Context: an optimization exercise on an open-source flow, tuned for small area, a short achievable clock period and few clock cycles per item. The choices shown serve that exercise and are no tape-out recipe.
Only simulation tests tie the RTL to the original design; equivalence was not proved.
No activity file was given, so power comes from the tool's default toggle rates.

==> flow/design.v <==
`default_nettype none
package selt_pkg;
    localparam int unsigned ENTRIES_DEF       = 32;
    localparam int unsigned RESOURCE_BITS_DEF = 12;
    localparam int unsigned ROUTE_BITS_DEF    = 8;
    localparam int unsigned SEC_PER_MIN       = 60;
    localparam logic [2:0] MODE_LOCK       = 3'd0;
    localparam logic [2:0] MODE_UNLOCK     = 3'd1;
    localparam logic [2:0] MODE_UNLOCK_ALL = 3'd2;
    localparam logic [2:0] MODE_TICK       = 3'd3;
    localparam logic [2:0] MODE_QUERY      = 3'd4;
    localparam logic [1:0] KIND_EXCLUSIVE = 2'd0;
    localparam logic [1:0] KIND_SHARED    = 2'd1;
    localparam logic [1:0] KIND_OVERLAP   = 2'd2;
    localparam logic [1:0] KIND_INVALID   = 2'd3;
    localparam logic [1:0] RES_INVALID    = 2'd3;
    localparam logic [2:0] ST_OK        = 3'd0;
    localparam logic [2:0] ST_DISABLED  = 3'd1;
    localparam logic [2:0] ST_BAD_LOCK  = 3'd2;
    localparam logic [2:0] ST_BAD_RES   = 3'd3;
    localparam logic [2:0] ST_CONFLICT  = 3'd4;
    localparam logic [2:0] ST_NOT_FOUND = 3'd5;
    localparam logic [2:0] ST_FULL      = 3'd6;
    localparam logic [1:0] CFG_ENABLED  = 2'd0;
    localparam logic [1:0] CFG_MAX_MIN  = 2'd1;
    localparam logic [1:0] CFG_INTERVAL = 2'd2;
    typedef struct packed {
        logic [2:0]                   mode;
        logic [1:0]                   resource_kind;
        logic [RESOURCE_BITS_DEF-1:0] resource_number;
        logic [ROUTE_BITS_DEF-1:0]    route_number;
        logic [1:0]                   lock_kind;
        logic [15:0]                  timeout_minutes;
    } t_in_item;
    typedef struct packed {
        logic [2:0]  status;
        logic [6:0]  conflict_count;
        logic        is_locked;
        logic [6:0]  live_lock_count;
        logic [31:0] lease_end;
        logic [6:0]  purged_count;
    } t_out_item;
    typedef struct packed {
        logic start;    
        logic scan;     
        logic commit;   
        logic finish;   
    } t_cmd;
    typedef struct packed {
        logic rd_valid;   
        logic last;       
    } t_sts;
endpackage
`default_nettype wire
`default_nettype none
module shared_exclusive_lock_table #(
    parameter int unsigned ENTRIES = selt_pkg::ENTRIES_DEF
) (
    input  wire logic        i_clk,
    input  wire logic        i_rst_n,
    input  wire logic        i_valid,
    output logic             o_stall,
    input  wire logic [42:0] i_data,
    output logic             o_valid,
    input  wire logic        i_stall,
    output logic      [56:0] o_data,
    input  wire logic        i_cfg_valid,
    output logic             o_cfg_ready,
    input  wire logic [1:0]  i_cfg_index,
    input  wire logic [15:0] i_cfg_data
);
    localparam int N  = ENTRIES;
    localparam int AW = $clog2(N);
    localparam logic [2:0] C_NONE  = 3'd0;
    localparam logic [2:0] C_LEASE = 3'd1;
    localparam logic [2:0] C_CONF  = 3'd2;
    localparam logic [2:0] C_LIVE  = 3'd3;
    localparam logic [2:0] C_PURGE = 3'd4;
    logic        r_en;
    logic [15:0] r_maxmin;
    logic [15:0] r_interval;
    logic        r_cfg_rdy;
    logic [N-1:0]       t_v;
    logic [N-1:0][13:0] t_key;    
    logic [N-1:0][7:0]  t_rt;
    logic [N-1:0]       t_sh;     
    logic [N-1:0][31:0] t_exp;
    logic [N-1:0]       t_dead;   
    logic [N-1:0][15:0] t_seq;
    logic [15:0]        r_gcnt;
    logic        r_vld;
    logic [42:0] r_req;
    logic        r_due;     
    logic [31:0] r_now;     
    logic [31:0] r_now1;    
    logic [31:0] r_now2;    
    logic [N-1:0] t_dn;     
    logic [15:0] r_cd;      
    logic        r_stall;
    logic         x_vld, x_lock, x_unl, x_ua, x_tick, x_query, x_slow, x_lockok, x_sh;
    logic [2:0]   x_pst;
    logic [13:0]  x_key;
    logic [7:0]   x_rt;
    logic [N-1:0] x_m;
    logic [21:0]  x_prod;    
    logic        xo_vld;
    logic [2:0]  xo_st;
    logic [2:0]  xo_cls;
    logic [31:0] xo_lease;
    logic [15:0] xo_pcs;     
    logic        q0_vld, q1_vld;
    logic [56:0] q0, q1;
    logic [5:0]    eng_k;
    logic          eng_found;
    logic [AW-1:0] eng_best;
    logic [16:0]   eng_key;    
    logic          adv_r;      
    logic adv, pop, push, running;
    assign running = x_vld && x_slow && !(eng_k == 6'd34);
    assign adv     = adv_r;
    assign pop     = q0_vld && !i_stall;
    assign push    = adv && xo_vld;
    logic [2:0]  p_mode;
    logic [13:0] p_key;
    logic [7:0]  p_rt;
    logic [1:0]  p_lk;
    logic [15:0] p_tmo;
    logic p_lock, p_unl, p_ua, p_tick, p_query, p_rk3, p_lk3, p_sh;
    assign p_mode  = r_req[42:40];
    assign p_key   = r_req[39:26];
    assign p_rt    = r_req[25:18];
    assign p_lk    = r_req[17:16];
    assign p_tmo   = r_req[15:0];
    assign p_lock  = p_mode == selt_pkg::MODE_LOCK;
    assign p_unl   = p_mode == selt_pkg::MODE_UNLOCK;
    assign p_ua    = p_mode == selt_pkg::MODE_UNLOCK_ALL;
    assign p_tick  = p_mode == selt_pkg::MODE_TICK;
    assign p_query = p_mode == selt_pkg::MODE_QUERY;
    assign p_rk3   = p_key[13:12] == selt_pkg::RES_INVALID;
    assign p_lk3   = p_lk == selt_pkg::KIND_INVALID;
    assign p_sh    = p_lk == selt_pkg::KIND_SHARED;
    logic [N-1:0] p_dead1, p_ucand;
    assign r_due = p_tick && (r_cd <= 16'd1);
    always_comb begin
        for (int i = 0; i < N; i++) begin
            p_dead1[i] = !(r_now1 == 32'd0) && (t_dead[i] || t_dn[i]);
            p_ucand[i] = p_unl && !p_rk3 && t_key[i] == p_key && t_rt[i] == p_rt;
        end
    end
    logic [N-1:0] m_tab;
    always_comb begin
        for (int i = 0; i < N; i++) begin
            logic eqk, eqr, le;
            eqk = t_key[i] == p_key;
            eqr = t_rt[i] == p_rt;
            le  = p_tick ? p_dead1[i] : t_dead[i];
            m_tab[i] = (p_lock && eqk && !le && !(t_sh[i] && p_sh))
                    || (p_query && eqk && !le)
                    || (p_unl && !p_rk3 && eqk && eqr)
                    || (p_ua && eqr)
                    || (p_tick && r_due && le);
        end
    end
    logic f_eqk, f_eqr, f_le, p_fix;
    assign f_eqk = x_key == p_key;
    assign f_eqr = x_rt == p_rt;
    assign f_le  = p_tick ? (&r_now1) : (&r_now);
    assign p_fix = (p_lock && f_eqk && !f_le && !(x_sh && p_sh))
                || (p_query && f_eqk && !f_le)
                || (p_unl && !p_rk3 && f_eqk && f_eqr)
                || (p_ua && f_eqr)
                || (p_tick && r_due && f_le);
    logic [N-1:0] p_cand;
    logic p_one, p_two, p_slow;
    assign p_cand = t_v & p_ucand;
    always_comb begin
        logic o, t;
        o = 1'b0;
        t = 1'b0;
        for (int i = 0; i < N; i++) begin
            t = t || (o && p_cand[i]);
            o = o || p_cand[i];
        end
        p_one = o;
        p_two = t;
    end
    assign p_slow = p_unl && r_en && (p_two || (p_one && x_vld && x_lockok && p_fix));
    logic [2:0] p_pst;
    always_comb begin
        p_pst = selt_pkg::ST_OK;
        if (p_lock) begin
            if (!r_en) p_pst = selt_pkg::ST_DISABLED;
            else if (p_lk3) p_pst = selt_pkg::ST_BAD_LOCK;
            else if (p_rk3) p_pst = selt_pkg::ST_BAD_RES;
        end else if (p_unl || p_ua || p_tick) begin
            if (!r_en) p_pst = selt_pkg::ST_DISABLED;
        end
    end
    logic [21:0] p_t60, p_m60, p_prod;
    assign p_t60  = {p_tmo, 6'd0} - {4'd0, p_tmo, 2'd0};
    assign p_m60  = {r_maxmin, 6'd0} - {4'd0, r_maxmin, 2'd0};
    assign p_prod = (p_tmo < r_maxmin) ? ((p_tmo == 16'd0) ? 22'd60 : p_t60)
                                       : ((r_maxmin == 16'd0) ? 22'd60 : p_m60);
    logic [N-1:0] vm, freev, lowf, clr, we;
    logic any, hasfree, grant, complete;
    assign vm      = t_v & x_m;
    assign any     = |vm;
    assign freev   = ~t_v;
    assign hasfree = |freev;
    always_comb begin
        logic seen;
        seen = 1'b0;
        for (int i = 0; i < N; i++) begin
            lowf[i] = freev[i] && !seen;
            seen    = seen || freev[i];
        end
    end
    assign grant    = x_vld && x_lockok && !any && hasfree;
    assign complete = adv && x_vld;
    assign we       = (complete && grant) ? lowf : '0;
    always_comb begin
        clr = '0;
        if (x_vld && r_en && (x_ua || x_tick || (x_unl && !x_slow))) clr = vm;
        if (x_vld && x_unl && x_slow && eng_found) clr[eng_best] = 1'b1;
    end
    logic [2:0] x_st, x_cls;
    always_comb begin
        x_st  = x_pst;
        x_cls = C_NONE;
        if (x_lock) begin
            if (x_pst == selt_pkg::ST_OK) begin
                if (any) begin
                    x_st  = selt_pkg::ST_CONFLICT;
                    x_cls = C_CONF;
                end else if (!hasfree) begin
                    x_st = selt_pkg::ST_FULL;
                end else begin
                    x_cls = C_LEASE;
                end
            end
        end else if (x_unl) begin
            if (x_pst == selt_pkg::ST_OK && !(x_slow ? eng_found : any)) x_st = selt_pkg::ST_NOT_FOUND;
        end else if (x_ua || x_tick) begin
            if (x_pst == selt_pkg::ST_OK) x_cls = C_PURGE;
        end else if (x_query) begin
            x_cls = C_LIVE;
        end
    end
    logic [AW-1:0] eng_i;
    assign eng_i = eng_k[AW-1:0];
    logic          e1_vld, e1_c, e2_vld, e2_c;
    logic [AW-1:0] e1_i, e2_i;
    logic [15:0]   e1_seq;
    logic [16:0]   e2_key;
    function automatic logic gt17(input logic [16:0] a, input logic [16:0] b);
        logic [16:0] g, q;
        g = a & ~b;
        q = ~(a ^ b);
        for (int w = 1; w < 17; w = w * 2)
            for (int i = 0; i + w < 17; i = i + 2 * w) begin
                g[i] = g[i + w] | (q[i + w] & g[i]);
                q[i] = q[i + w] & q[i];
            end
        gt17 = g[0];
    endfunction
    logic          e2_take;
    logic [15:0]   eng_seq;    
    always_comb begin
        eng_seq = '0;
        for (int i = 0; i < N; i++) eng_seq = eng_seq | ((eng_i == AW'(i)) ? t_seq[i] : 16'd0);
    end
    assign e2_take = e2_vld && e2_c && (!eng_found || gt17(e2_key, eng_key));
    logic [32:0] x_sum;
    logic [31:0] x_lease;
    logic [22:0] x_lo;
    logic [9:0]  x_hi1;
    logic        x_sat;
    assign x_lo    = {1'b0, r_now[21:0]} + {1'b0, x_prod};
    assign x_hi1   = r_now[31:22] + 10'd1;
    assign x_sat   = x_lo[22] && (&r_now[31:22]);
    assign x_sum   = {x_sat, x_lo[22] ? x_hi1 : r_now[31:22], x_lo[21:0]};
    assign x_lease = x_sum[31:0] | {32{x_sat}};
    function automatic logic [3:0] pc8(input logic [7:0] b);
        logic [1:0] a0, a1, a2, a3;
        logic [2:0] c0, c1;
        a0 = {1'b0, b[0]} + {1'b0, b[1]};
        a1 = {1'b0, b[2]} + {1'b0, b[3]};
        a2 = {1'b0, b[4]} + {1'b0, b[5]};
        a3 = {1'b0, b[6]} + {1'b0, b[7]};
        c0 = {1'b0, a0} + {1'b0, a1};
        c1 = {1'b0, a2} + {1'b0, a3};
        pc8 = {1'b0, c0} + {1'b0, c1};
    endfunction
    logic [15:0] x_pcs;
    assign x_pcs = {pc8(vm[31:24]), pc8(vm[23:16]), pc8(vm[15:8]), pc8(vm[7:0])};
    logic [5:0]  pc;
    logic [56:0] res;
    always_comb begin
        pc = ({2'd0, xo_pcs[3:0]} + {2'd0, xo_pcs[7:4]}) + ({2'd0, xo_pcs[11:8]} + {2'd0, xo_pcs[15:12]});
    end
    assign res = {xo_st,
                  (xo_cls == C_CONF) ? {1'b0, pc} : 7'd0,
                  (xo_cls == C_LIVE) && (|xo_pcs),
                  (xo_cls == C_LIVE) ? {1'b0, pc} : 7'd0,
                  (xo_cls == C_LEASE) ? xo_lease : 32'd0,
                  (xo_cls == C_PURGE) ? {1'b0, pc} : 7'd0};
    logic r_vld_n, q1_vld_n, x_vld_n, x_slow_n, run_n, adv_n;
    logic [5:0] eng_k_n;
    assign r_vld_n  = r_stall ? 1'b1 : i_valid;
    assign q1_vld_n = q1_vld ? !pop : (push && q0_vld && !pop);
    assign x_vld_n  = adv ? r_vld : x_vld;
    assign x_slow_n = adv ? p_slow : x_slow;
    assign eng_k_n  = adv ? 6'd0 : (running ? eng_k + 6'd1 : eng_k);
    assign run_n    = x_vld_n && x_slow_n && !(eng_k_n == 6'd34);
    assign adv_n    = !q1_vld_n && !run_n;
    logic r_go, r_go_tick;
    assign r_go      = adv && r_vld;
    assign r_go_tick = r_go && p_tick;
    logic [31:0] r_now1_n;
    assign r_now1_n  = r_go_tick ? r_now2 : r_now1;
    always_ff @(posedge i_clk) begin
        if (!i_rst_n) begin
            r_en       <= 1'b0;
            r_maxmin   <= 16'd1440;
            r_interval <= 16'd30;
            r_cfg_rdy  <= 1'b0;
            t_v        <= '0;
            r_gcnt     <= '0;
            r_vld      <= 1'b0;
            r_now      <= '0;
            r_now1     <= 32'd1;
            r_now2     <= 32'd2;
            r_cd       <= '0;
            r_stall    <= 1'b0;
            adv_r      <= 1'b1;
            x_vld      <= 1'b0;
            x_slow     <= 1'b0;
            xo_vld     <= 1'b0;
            q0_vld     <= 1'b0;
            q1_vld     <= 1'b0;
            eng_k      <= '0;
            eng_found  <= 1'b0;
            e1_vld     <= 1'b0;
            e2_vld     <= 1'b0;
        end else begin
            r_cfg_rdy <= !(r_vld || x_vld || xo_vld || q0_vld || q1_vld);
            if (i_cfg_valid && r_cfg_rdy) begin
                case (i_cfg_index)
                    selt_pkg::CFG_ENABLED:  r_en       <= i_cfg_data[0];
                    selt_pkg::CFG_MAX_MIN:  r_maxmin   <= i_cfg_data;
                    selt_pkg::CFG_INTERVAL: r_interval <= i_cfg_data;
                    default: ;
                endcase
            end
            r_stall <= r_vld_n && !adv_n;
            adv_r   <= adv_n;
            if (!r_stall) r_vld <= i_valid;
            if (r_go_tick) begin
                r_now  <= r_now1;
                r_now1 <= r_now2;
                r_now2 <= r_now2 + 32'd1;
                r_cd   <= (r_cd <= 16'd1) ? r_interval : r_cd - 16'd1;
            end
            if (adv) begin
                x_vld  <= r_vld;
                x_slow <= p_slow;
            end
            if (complete) begin
                t_v <= (t_v & ~clr) | we;
                if (grant) r_gcnt <= r_gcnt + 16'd1;
            end
            if (adv) xo_vld <= x_vld;
            eng_k <= eng_k_n;
            if (adv) begin
                eng_found <= 1'b0;
                e1_vld    <= 1'b0;
                e2_vld    <= 1'b0;
            end else begin
                e1_vld <= running && !eng_k[5];
                e2_vld <= e1_vld;
                if (e2_take) eng_found <= 1'b1;
            end
            if (pop || !q0_vld) q0_vld <= q1_vld || push;
            if (q1_vld) begin
                if (pop) q1_vld <= 1'b0;
            end else if (push && q0_vld && !pop) begin
                q1_vld <= 1'b1;
            end
        end
    end
    always_ff @(posedge i_clk) begin
        if (!r_stall) begin
            r_req <= i_data;
        end
        if (adv) begin
            x_lock   <= p_lock;
            x_unl    <= p_unl;
            x_ua     <= p_ua;
            x_tick   <= p_tick;
            x_query  <= p_query;
            x_lockok <= p_lock && r_en && !p_lk3 && !p_rk3;
            x_sh     <= p_sh;
            x_pst    <= p_pst;
            x_key    <= p_key;
            x_rt     <= p_rt;
            x_prod   <= p_prod;
            xo_st    <= x_st;
            xo_cls   <= x_cls;
            xo_lease <= x_lease;
            xo_pcs   <= x_pcs;
            for (int i = 0; i < N; i++) x_m[i] <= we[i] ? p_fix : m_tab[i];
        end
        for (int i = 0; i < N; i++) begin
            t_dn[i] <= we[i] ? (&r_now1_n) : (t_exp[i] == r_now1_n);
            if (we[i]) t_dead[i] <= r_go_tick ? (&r_now1) : (&r_now);
            else if (r_go_tick) t_dead[i] <= p_dead1[i];
            if (we[i]) begin
                t_key[i] <= x_key;
                t_rt[i]  <= x_rt;
                t_sh[i]  <= x_sh;
                t_exp[i] <= x_lease;
                t_seq[i] <= r_gcnt;
            end
        end
        e1_i   <= eng_i;
        e1_c   <= t_v[eng_i] && x_m[eng_i];
        e1_seq <= eng_seq;
        e2_i   <= e1_i;
        e2_c   <= e1_c;
        e2_key <= {!gt17({1'b0, e1_seq}, {1'b0, r_gcnt}), e1_seq};
        if (e2_take) begin
            eng_best <= e2_i;
            eng_key  <= e2_key;
        end
        if (pop || !q0_vld) q0 <= q1_vld ? q1 : res;
        if (!q1_vld && push && q0_vld && !pop) q1 <= res;
    end
    assign o_stall     = r_stall;
    assign o_valid     = q0_vld;
    assign o_data      = q0;
    assign o_cfg_ready = r_cfg_rdy;
endmodule
`default_nettype wire
==> flow/flow/run.sh <==
#!/bin/bash
set -euo pipefail
bash standard.sh SETUP_SLACK_MARGIN=6.5 MATCH_CELL_FOOTPRINT=0 \
  "BUFFER_PORTS_ARGS=-buffer_cell sky130_fd_sc_hd__buf_4" \
  "CTS_ARGS=-sink_clustering_enable -repair_clock_nets -dont_use_dummy_load -sink_clustering_size 24 -sink_clustering_max_diameter 80" \
  finish > standard_flow.log 2>&1
==> flow/standard.sh <==
#!/bin/bash
# synth_recipe.tcl (not shown) runs the flow's synth.tcl, then flattens the netlist and writes it again
# the make line also repeats each setting of config.mk as NAME=value (left out here)
make -C /OpenROAD-flow-scripts/flow DESIGN_CONFIG=/design/flow/config.mk WORK_HOME=/design/flow/orfs CLKGATE_MAP_FILE= SYNTH_SCRIPT=/design/flow/synth_recipe.tcl "${@:-finish}"
==> flow/config.mk <==
export PLATFORM = sky130hd
export DESIGN_NAME = shared_exclusive_lock_table
export DESIGN_NICKNAME = shared_exclusive_lock_table
export VERILOG_FILES = /design/flow/design.v
export SDC_FILE = /design/flow/constraint.sdc
export NUM_CORES = 4
export LEC_CHECK = 0
export CAP_MARGIN = 20
export CORE_MARGIN = 2
export CORE_UTILIZATION = 55
export SETUP_SLACK_MARGIN = 5
export SLEW_MARGIN = 20
export SYNTH_MEMORY_MAX_BITS = 8192
==> flow/constraint.sdc <==
create_clock -name core_clock -period 10.0 [get_ports {i_clk}]
set_input_delay 2.0000 -clock core_clock [delete_from_list [all_inputs] [get_ports {i_clk}]]
set_output_delay 2.0000 -clock core_clock [all_outputs]
set_load 0.01 [all_outputs]
==> impl_metrics.toml <==
[floorplanning]
coreArea_sq_mm = 0.223
rows = 173
fp.dieW_um = 477
dieArea_sq_mm = 0.228
ios = 126
die_y_um = 477
start_util_pct = 55.3

[global_route]
antenna_found_initial = 65
grt_pass1_wl_mm = 623
grt_pass1_vias = 73116
grt_overflow = 0
grt.total_usage_pct = 40.1
grt_max_degree = 79

[clock_tree]
htreeDepth = 4
cts.path.max_buffers = 3
cts_made_buffers = 152
clkSlewWorstSetupHoldPaths_ns = 0.09
cts.sinks = 2902
clock_latency_ns = 0.88
root_buffer = "clkbuf_16"
cts_hold_buf = 0
cts_tree = "built"

[synth]
yosys.area_share.simple_pct = 7.97
netlist_instances = 8350
async_flop_share_pct = 0
ys_ff_latch = 2902
synthFlopType = "edfxtp_1"
yosysSeqAreaShare_pct = 68.4
synth_cell_types = 102
synth-xor-area-share_pct = 13.2
synth.yosys.warnings = 1
yosys.area_share.adder_pct = 1.70
synth_top_family_by_area = "XOR/XNOR gates"
synthMuxAreaShare_pct = 1.52
synth_compound_area_share_pct = 5.04
avgSynthCellArea_sq_um = 14.8
synth_area_sq_mm = 0.123
synth-edff-count = 2614

[sta]
setup_viol = 0
clock_skew_ns = 0.110
drv_slew = 0
tns_ns = 0
slew_headroom_pct = 25.6
worstMarginPinSlew_ns = 1.11
max_freq_ghz = 0.261
finalHoldViolations = 0
period_needed_ns = 3.84
min_period_over_period_pct = 38.4
rsz0062_at_grt = "yes"

[drt]
vias = 80492
drt-pass1-iter-count = 7
drc = 0
wirelength_mm = 478
final_antenna_net_count = 0
drt_iter0_markers = 12840
viasPerCell = 6.73
wl_per_cell_um = 39.9

[critical_path]
endpoint_kind = "register"
criticalPathCategory = "reg2reg"
crit_chain = "ha_4 -> inv_2 -> fa_2 -> nand2b_4 -> a21oi_4 -> o211a_1 -> o2111ai_2 -> nand3_2 -> o41ai_4 -> o211a_4 -> nor3b_4 -> buf_6 -> o21bai_4 -> buf_12 -> buf_6 -> clkbuf_16 -> o21ai_4 -> clkbuf_16"
critPathTopFamily = "compound AO/OA/AOI/OAI gates"
cp_slowest_stage_delay_ns = 0.42
cp_max_fo = 8
start_kind = "register"
worstPathRequired_ns = 10.70
critical-path-slowest-cell = "edfxtp_1"
cp.arrival_ns = 4.54
cp_num_buf_inv = 6

[layout]
layout_commonest_cell = "edfxtp_1"
fin_nets = 9145
drive_above_1_share_pct = 15.1
area_delta_synth_final_pct = 14.9
layout_common_cells = "2614 x edfxtp_1, 1482 x xnor2_1, 399 x buf_4"
n_fill_cell = 16297

[run_status]
status = "no timing/DRC/antenna violations"

[power_and_ir_drop]
leakage_nw = 46.6
power_w = 0.0214
power_density_mw_per_mm2 = 151
ir_worst_vdd_mv = 0.162
p_sw_w = 0.00495
seqPwrFrac_pct = 62.0
clock_power_share_pct = 30.2
p_comb_share_pct = 7.7
p_sw_share_pct = 23.1
internal_power_w = 0.0165

[min_path]
hold_class = "reg2reg"

[placement]
dp_hpwl_mm = 244
routabilityCongestion = 1.02
port_buffers = 122

[run]
drv_cap = 0
power by group through the flow:
stage	clock, W	combinational, W	sequential [W]
after floorplan	0	0.000483	0.0136
after global placement	0	0.00102	0.0136
after detailed placement	0	0.00103	0.0136
after CTS	0.00648	0.00149	0.0133
after global routing	0.00687	0.00164	0.0133
final	0.00648	0.00166	0.0133
sequential cells by signal, indices dropped and copies added (netlist names), 17 cells and up:
signal,cells
x_prod,20
x_m,32
t_seq,512
r_req,43
t_dead,32
r_now2,32
t_dn,32
q0,54
t_exp,1024
t_v,32
e2_key,17
eng_key,17
r_now1,32
t_sh,32
t_rt,256
q1,54
t_key,448
xo_lease,32
r_now,32
area by class of cell:
cell class / instances / area [sq um] / share of cell area (%)
Sequential cell: 2902 / 84300 / 59.5
Antenna cell: 64 / 160 / 0.113
Multi-Input combinational cell: 4941 / 38600 / 27.2
Timing Repair Buffer: 765 / 10300 / 7.29
Inverter: 163 / 687 / 0.485
Clock buffer: 152 / 3800 / 2.69
Tap cell: 2975 / 3720 / 2.63
Timing Repair inverter: 2 / 22.5 / 0.0159
synth_stat cells, drive strengths merged (69+ instances only):
library cell  instances  area share (%)
xor2                369             2.6
edfxtp             2614              64
mux2i                69            0.88
nand4               300             1.5
dfxtp               288             4.7
nand2               382             1.2
buf                 206             1.2
nor2                372             1.1
xnor2              1482              11
nor3                 70            0.28
nor4                386             2.0
ha                  127             1.3
clkbuf              166            0.51
o21ai               193            0.78
a21oi               198            0.81
inv                 162            0.49
a22oi               170             1.0
nand3                86            0.35
what timing repair did:
action                                  4_1_cts  5_1_grt
gates resized for setup                     749      180
gates cloned                                120       28
endpoints found under the hold margin         0        0
pin swaps                                    73       63
endpoints found under the setup margin     2993     1767
buffers inserted                            163       97
path summary, 6_finish.rpt:
kind                                 from    endpoint  slack [ns]  cells after the start
worst min-delay path              e1_i[3]     e2_i[3]        0.33                      0
worst max register to register  x_prod[2]  t_exp[852]        6.16                     18
worst max-delay path            x_prod[2]  t_exp[852]        6.16                     18
worst min register to register    e1_i[3]     e2_i[3]        0.33                      0
stage by stage:
step / setup WS [ns] / utilization [%] / instances / hold WS [ns] / cell area, sq um
final: 6.16 / 63.6 / 11964 / 0.333 / 142000
after global placement: 4.34 / 57.7 / 11337 / 0.310 / 128000
after floorplan: 4.87 / - / 8352 / 0.310 / 123000
after CTS: 6.17 / 62.5 / 11773 / 0.334 / 139000
after detailed placement: 4.22 / 57.7 / 11338 / 0.312 / 128000
after global routing: 6.09 / 63.6 / 11917 / 0.336 / 141000
kinds of logic (layout without fill, tap and decap cells):
kind of cell,after synthesis,after routing
muxes,129,133
AOI/OAI and AO/OA,919,920
xor gates and xnor gates,1851,1851
adders and majority gates,153,153
and+or+nand+nor,1860,1881
other,1,67
DFF,2902,2902
buffers and inverters,535,1082
routing by layer:
metal  up-vias  track usage [%]  share of wire [%]
li1      32236                -                  -
met2      5912             59.7                 43
met3      1328             11.3                 13
met4        28             21.1                6.9
met1     40988             53.7                 36
met5         -                0              0.038
Testbench counts, summed over its fixed seeds: cycles 3,266, items 3,200.

what the ideal ports hide:
Ports are ideal in the flow. The routed layout listed here was re-timed in OpenROAD. Step 1 (the two cells are an assumption about what drives the block):
set clk [get_ports {i_clk}]
set_driving_cell -lib_cell sky130_fd_sc_hd__clkbuf_16 $clk
set_driving_cell -lib_cell sky130_fd_sc_hd__buf_2 [delete_from_list [all_inputs] $clk]
Step 2, shift: input delay + t, output delay - t, t = (earliest + latest rising clock arrival at the registers) / 2. This alone moves slack from input paths to output paths. Three values: ideal, step 1, step 2; two values: the first two.
t (ns): 0.939
setup WS [ns]: 6.162 / 6.161 / 5.859
hold slack, ns: 0.333 / 0.333 / 0.333
cell pins on the clock port's net: 1
After both steps setup and hold are still met in this run. For this run, drivers alone change the setup slack by -0.001 ns; drivers and shift together by -0.303 ns.
